Context: an optimization exercise on an open-source flow, tuned for small area. The choices shown serve that exercise and are no tape-out recipe. Only simulation tests tie the RTL to the original design; equivalence was not proved. Power is estimated from default activity; no workload was simulated.

`run.sh`:
```
#!/bin/bash
# synth_recipe.tcl (not shown) runs the flow's synth.tcl, then flattens the netlist and writes it again
# the make line also repeats each setting of config.mk as NAME=value (left out here)
make -C /OpenROAD-flow-scripts/flow DESIGN_CONFIG=/design/flow/config.mk WORK_HOME=/design/flow/orfs CLKGATE_MAP_FILE= SYNTH_SCRIPT=/design/flow/synth_recipe.tcl finish
```
`constraint.sdc`:
```
create_clock -name core_clock -period 6.0 [get_ports {clk}]
set_input_delay 1.2000 -clock core_clock [delete_from_list [all_inputs] [get_ports {clk}]]
set_output_delay 1.2000 -clock core_clock [all_outputs]
set_load 0.01 [all_outputs]
```
`design.v`:
```
package conv_mem_pkg;
  localparam int PIXEL_W    = 4;
  localparam int IMG_COLS   = 16;
  localparam int IMG_ROWS   = 16;
  localparam int ROW_STRIDE = IMG_COLS;
  localparam int IMG_PIXELS = IMG_COLS * IMG_ROWS;
  localparam int ADDR_W     = $clog2(IMG_PIXELS);
  localparam int LAST_ADDR  = IMG_PIXELS - 1;
  localparam int WIN_ROWS   = 4;
  localparam int WIN_COLS   = 4;
  localparam int WIN_PIXELS = WIN_ROWS * WIN_COLS;
  typedef logic [PIXEL_W-1:0]          pixel_t;
  typedef logic [ADDR_W-1:0]           pix_addr_t;
  typedef logic [WIN_COLS*PIXEL_W-1:0] win_row_t;
  typedef struct packed {
    win_row_t row0;
    win_row_t row1;
    win_row_t row2;
    win_row_t row3;
  } window_t;
  typedef logic [WIN_PIXELS*ADDR_W-1:0]  win_addrs_t;
  typedef logic [WIN_PIXELS*PIXEL_W-1:0] win_pixels_t;
  localparam pix_addr_t LAST_WIN_BASE =
    pix_addr_t'(LAST_ADDR - (WIN_ROWS - 1) * ROW_STRIDE - (WIN_COLS - 1));
  typedef enum logic [1:0] {
    OP_IDLE  = 2'd0,
    OP_WRITE = 2'd1,
    OP_READ  = 2'd2
  } cmd_op_t;
  typedef struct packed {
    cmd_op_t   op;
    pix_addr_t addr;
    pixel_t    pixel;
  } mem_cmd_t;
endpackage
module conv_sample_mem (
  input  logic                    clk,
  input  logic                    rst,
  input  logic                    ena,
  input  logic                    wr,
  input  logic                    rd,
  input  conv_mem_pkg::pix_addr_t addr,
  input  conv_mem_pkg::pixel_t    pixel,
  output conv_mem_pkg::window_t   window,
  output logic                    window_valid,
  output logic                    ack
);
  logic       wr1, rd1;
  logic [7:0] addr1;
  logic [3:0] pix1;
  always_ff @(posedge clk) begin
    wr1   <= ena & wr & ~rst;
    rd1   <= ena & rd & ~wr & ~rst;
    addr1 <= addr;
    pix1  <= pixel;
  end
  logic       wr2, rd2;
  logic [7:0] addr2;
  logic [3:0] pix2;
  always_ff @(posedge clk) begin
    wr2   <= wr1;
    rd2   <= rd1 & ~rst;
    addr2 <= addr1;
    pix2  <= pix1;
  end
  logic [3:0] img [16][16];
  always_ff @(posedge clk) begin
    if (wr2) img[addr2[7:4]][addr2[3:0]] <= pix2;
  end
  logic [3:0] C, R;
  assign C = addr2[3:0];
  assign R = addr2[7:4];
  logic [3:0] colsel [16][4];
  for (genvar i = 0; i < 16; i++) begin : g_rowc
    logic [3:0] seq [19];
    logic [3:0] crs [7];
    for (genvar j = 0; j < 19; j++) begin : g_seq
      if (j < 16) assign seq[j] = img[i][j];
      else        assign seq[j] = img[(i + 1) % 16][j - 16];
    end
    for (genvar j = 0; j < 7; j++) begin : g_crs
      assign crs[j] = seq[4 * C[3:2] + j];
    end
    for (genvar c = 0; c < 4; c++) begin : g_fine
      assign colsel[i][c] = crs[C[1:0] + c];
    end
  end
  logic [63:0] win;
  for (genvar c = 0; c < 4; c++) begin : g_col
    logic [3:0] rcrs [7];
    for (genvar j = 0; j < 7; j++) begin : g_rcrs
      assign rcrs[j] = colsel[(4 * R[3:2] + j) % 16][c];
    end
    for (genvar r = 0; r < 4; r++) begin : g_row
      assign win[(15 - (4 * r + c)) * 4 +: 4] = rcrs[R[1:0] + r];
    end
  end
  assign window       = rd2 ? win : 64'd0;
  assign window_valid = rd2;
  assign ack          = rd2 & (addr2 == conv_mem_pkg::LAST_WIN_BASE);
endmodule
```
`config.mk`:
```
export PLATFORM = sky130hd
export DESIGN_NAME = conv_sample_mem
export DESIGN_NICKNAME = conv_sample_mem
export VERILOG_FILES = /design/flow/design.v
export SDC_FILE = /design/flow/constraint.sdc
export NUM_CORES = 4
export LEC_CHECK = 0
export CAP_MARGIN = 20
export CORE_MARGIN = 2
export CORE_UTILIZATION = 35
export PLACE_DENSITY = 0.5
export SLEW_MARGIN = 20
```
==> results.cfg <==
[sta]
rsz_0062_raised_after_global_routing = yes
setup_violations = 14
post-route-worst-setup-slack_ns = -0.120
final-hold-violation-count = 0
timing.final.crit_share = 1.02
max_freq_mhz = 163
slew_violations = 0
slew-limit-headroom = 0.0911
clock-skew-final_ns = 0.0496
fin_setup_tns_ns = -0.675
max_slew.worst_pin.slew_ns = 1.35
final.min_clock_period_ns = 6.12

[synthesis]
yosys_warnings = 38
synth_area_sq_um = 62300
asyncSetResetFlopFracSynth = 0
postSynthNetCount = 4662
synth_enable_flop_cells = 1024
synth.largest_area_cell = sky130_fd_sc_hd__edfxtp_1
synth-seq-area-share = 0.503
synth_largest_type_area_fraction = 0.494
per_instance_average_area_after_synthesis_sq_um = 13.4
postSynthCellCount = 4637
synth_cell_types = 98
synth_flop_cell = sky130_fd_sc_hd__edfxtp_1
synth-seq-cells = 1052
synth.top_cells.by_area = sky130_fd_sc_hd__edfxtp_1 (49%), sky130_fd_sc_hd__mux4_2 (15%), sky130_fd_sc_hd__mux2i_1 (7.0%), sky130_fd_sc_hd__mux2_2 (2.9%), sky130_fd_sc_hd__nor2_1 (2.4%)

[worst_setup_path]
cp_data_required_time_ns = 4.80
worst_path_most_repeated_cell = sky130_fd_sc_hd__buf_4
critical_path_arrival_ns = 4.92
startpoint_type = register
crit_path_max_fanout = 17
worstRegToRegCells = 9
crit_path_max_incr_delay_ns = 1.11
worstSetupEndpointType = primary output
crit_type = register to primary output
cp_slowest_cell = sky130_fd_sc_hd__o311ai_0
crit_path_cell_trace = buf_4 -> nand2b_1 -> buf_6 -> o22ai_1 -> o311ai_0 -> a31o_2 -> a221oi_2 -> buf_4 -> clkdlybuf4s50_1

[placement]
number_of_i_o_port_buffers = 82
routabilityCongestion = 1.09
placed_cells = 7094
place_hpwl_um = 267000
place_area_sq_um = 67700

[flow_run]
maximum_capacitance_violations = 0

[layout]
number_of_cells_in_the_finished_layout_apart_from_fillers = 7375
synthToLayoutAreaGrowth_pct = 17.0
final_net_count = 4946
drive_gt1_frac = 0.288
finish.instance_area_sq_um = 72900

[pwr]
netSwitchingFraction = 0.290
totalPowerFinal_mw = 18.5
intPower_mw = 13.1
p_comb_frac = 0.167
pwr_density_cell_nw_per_um2 = 254
total_switching_power_mw = 5.37
power.sequential.fraction = 0.438
p_leak_nw = 24.3
peakVddDrop_mv = 0.253
p_clk_frac = 0.395

[global_routing]
grt_antenna_before_repair = 48
grt_max_degree = 157
grt-ovfl-total = 0
vias_in_the_first_global_route = 48300
globalRouteTotalUtil = 0.385
first_pass_grt_wire_length_um = 465000

[route]
drt_first_iter_violations = 9912
route.detailed.wl_per_inst_um = 48.4
antenna_left = 0
drt-vias-per-instance = 7.08
postRouteWirelength_um = 357000
dr.pass1.iters = 9
vias = 52200
route.detailed.drc = 0

[outcome]
violatedChecks = negative setup slack
run_status = failed layout checks

[clock_network]
cts_hold_buf = 0
worst_skew_late_latency_ns = 0.83
clockRootBuffer = sky130_fd_sc_hd__clkbuf_16
h_tree_depth = 3
clk_pin_slew_worst_paths_ns = 0.06
tritoncts = done
tritoncts.num_buffers = 114
clock_sinks = 1052
clockBufferDepth = 3

[floorplanning]
chipWidth_um = 426
design.die.area_sq_um = 181000
rows = 154
initial_core_util = 0.353
core_area_sq_um = 176000
design.portCount = 83
die_height_um = 426

[min_path]
worst_hold_path_type = register to register
hold-path-cell-count = 0
-- cell type report --
type | count | area, sq um
Antenna cell | 17 | 42.5
Clock buffer | 135 | 2960
Clock inverter | 78 | 826
Fill cell | 16600 | 104000
Inverter | 18 | 90.1
Multi-Input combinational cell | 3131 | 28800
Sequential cell | 1052 | 31300
Tap cell | 2340 | 2930
Timing Repair Buffer | 604 | 5840
-- power by group through the flow --
stage,logic (mW),registers (mW),clock network [mW]
4_1_cts,2.89,8.11,7.36
5_1_grt,3.08,8.11,7.65
3_3_place_gp,2.81,8.28,0
6_report,3.09,8.11,7.31
2_1_floorplan,1.51,8.31,0
3_5_place_dp,2.80,8.28,0
-- synth_stat cells, drive strengths merged (73+ instances only) --
cell type	count
edfxtp	1024
mux2i	436
mux4	416
nor2	398
nand2	365
buf	277
mux2	160
clkbuf	158
a22oi	156
o21ai	121
o22ai	121
a21oi	102
nand3	88
a221oi	73
o211ai	73
-- path summary, 6_finish.rpt --
check	startpoint	to	slack, ns
setup / recovery	addr2[0]$_DFF_P_	window[63]	-0.12
setup reg to reg	addr2[3]$_DFF_P_	img[111][2]$_DFFE_PP_	1.86
hold / removal	pix1[0]$_DFF_P_	pix2[0]$_DFF_P_	0.32
hold reg to reg	pix1[0]$_DFF_P_	pix2[0]$_DFF_P_	0.32
-- kinds of logic after synthesis --
| family | count (synthesis) | share of synthesized area |
|---|---|---|
| buffers and inverters | 454 | 0.0459 |
| muxes | 1012 | 0.250 |
| AOI/OAI and AO/OA | 1055 | 0.125 |
| and+or+nand+nor | 1056 | 0.0748 |
| DFF | 1052 | 0.503 |
| adders and majority gates | 8 | 0.00161 |
-- worst max-delay path: cells and delay by family, from the launching register on --
kind	cells	cell delay, ns
buf+inv	4	1.34
compound gates	4	1.86
simple gates	1	0.36
flops	1	0.51
-- metal layers --
| metal | share of wire | track usage |
|---|---|---|
| met3 | 0.12 | 0.118 |
| met1 | 0.38 | 0.504 |
| met5 | 0.00045 | 0 |
| met4 | 0.082 | 0.251 |
| met2 | 0.42 | 0.548 |
-- repair_timing --
| action | in CTS | in global routing |
|---|---|---|
| pin swaps | 6 | 9 |
| endpoints found under the hold margin | 0 | 0 |
| gates resized for setup | 79 | 71 |
| setup buffers | 28 | 15 |
| endpoints found under the setup margin | 63 | 53 |
| cloned | 4 | 4 |
-- flip-flops by register name (all words and copies together), names as in the netlist --
register  count
pix2          4
addr2         8
rd2           1
wr2           1
addr1         8
rd1           1
wr1           1
img        1024
pix1          4
-- stage by stage --
stage               hold WS (ns)   util  setup WS (ns)
finish                     0.325  0.413         -0.120
global route               0.336  0.413        -0.0217
CTS                        0.327  0.410        -0.0100
detailed placement         0.312  0.384         0.0872
global placement           0.311  0.384         -0.101
floorplan                  0.310      -           1.77
-- layout by cell type (no fill, tap or decap), types with 18 or more instances in the layout --
| cell | synthesis | final |
|---|---|---|
| sky130_fd_sc_hd__a211o_1 | 19 | 18 |
| sky130_fd_sc_hd__a211oi_1 | 46 | 39 |
| sky130_fd_sc_hd__a21oi_1 | 102 | 101 |
| sky130_fd_sc_hd__a221o_1 | 21 | 20 |
| sky130_fd_sc_hd__a221oi_1 | 71 | 58 |
| sky130_fd_sc_hd__a22o_1 | 21 | 21 |
| sky130_fd_sc_hd__a22oi_1 | 156 | 148 |
| sky130_fd_sc_hd__a31oi_1 | 37 | 36 |
| sky130_fd_sc_hd__a32oi_1 | 26 | 25 |
| sky130_fd_sc_hd__and2_1 | 31 | 29 |
| sky130_fd_sc_hd__and3_1 | 34 | 34 |
| sky130_fd_sc_hd__buf_12 | 4 | 55 |
| sky130_fd_sc_hd__buf_4 | 84 | 432 |
| sky130_fd_sc_hd__clkbuf_1 | 154 | 18 |
| sky130_fd_sc_hd__clkbuf_16 | 0 | 118 |
| sky130_fd_sc_hd__clkdlybuf4s50_1 | 0 | 77 |
| sky130_fd_sc_hd__clkinv_1 | 4 | 24 |
| sky130_fd_sc_hd__dfxtp_1 | 28 | 18 |
| sky130_fd_sc_hd__edfxtp_1 | 1024 | 1024 |
| sky130_fd_sc_hd__mux2_2 | 159 | 159 |
| sky130_fd_sc_hd__mux2i_1 | 435 | 421 |
| sky130_fd_sc_hd__mux4_2 | 413 | 413 |
| sky130_fd_sc_hd__nand2_1 | 364 | 362 |
| sky130_fd_sc_hd__nand3_1 | 88 | 74 |
| sky130_fd_sc_hd__nor2_1 | 397 | 390 |
| sky130_fd_sc_hd__nor3_1 | 33 | 31 |
| sky130_fd_sc_hd__o2111ai_1 | 21 | 21 |
| sky130_fd_sc_hd__o211ai_1 | 73 | 73 |
| sky130_fd_sc_hd__o21ai_0 | 117 | 105 |
| sky130_fd_sc_hd__o221ai_1 | 26 | 24 |
| sky130_fd_sc_hd__o22ai_1 | 121 | 118 |

==> what the ideal ports hide <==
No port has a modelled driver above. Below, the same layout with a new extraction and two added sets of constraints. Step 1: set_driving_cell puts a clkbuf_16 on clk and a buf_2 on each other input, an assumption about the parent block. Step 2, shift: input delay + t, output delay - t, t = (earliest + latest rising clock arrival at the registers) / 2. This alone moves slack from input paths to output paths. a / b / c = ideal / step 1 / step 2; a / b = the first two.
t (ns): 0.908
slack for setup (ns): -0.120 / -0.216 / 0.692
clock arrival spread, ns: 0.056 / 0.056
pins driven straight from the clock port: 1
For this run, drivers alone change the setup slack by -0.096 ns; drivers and shift together by +0.812 ns.
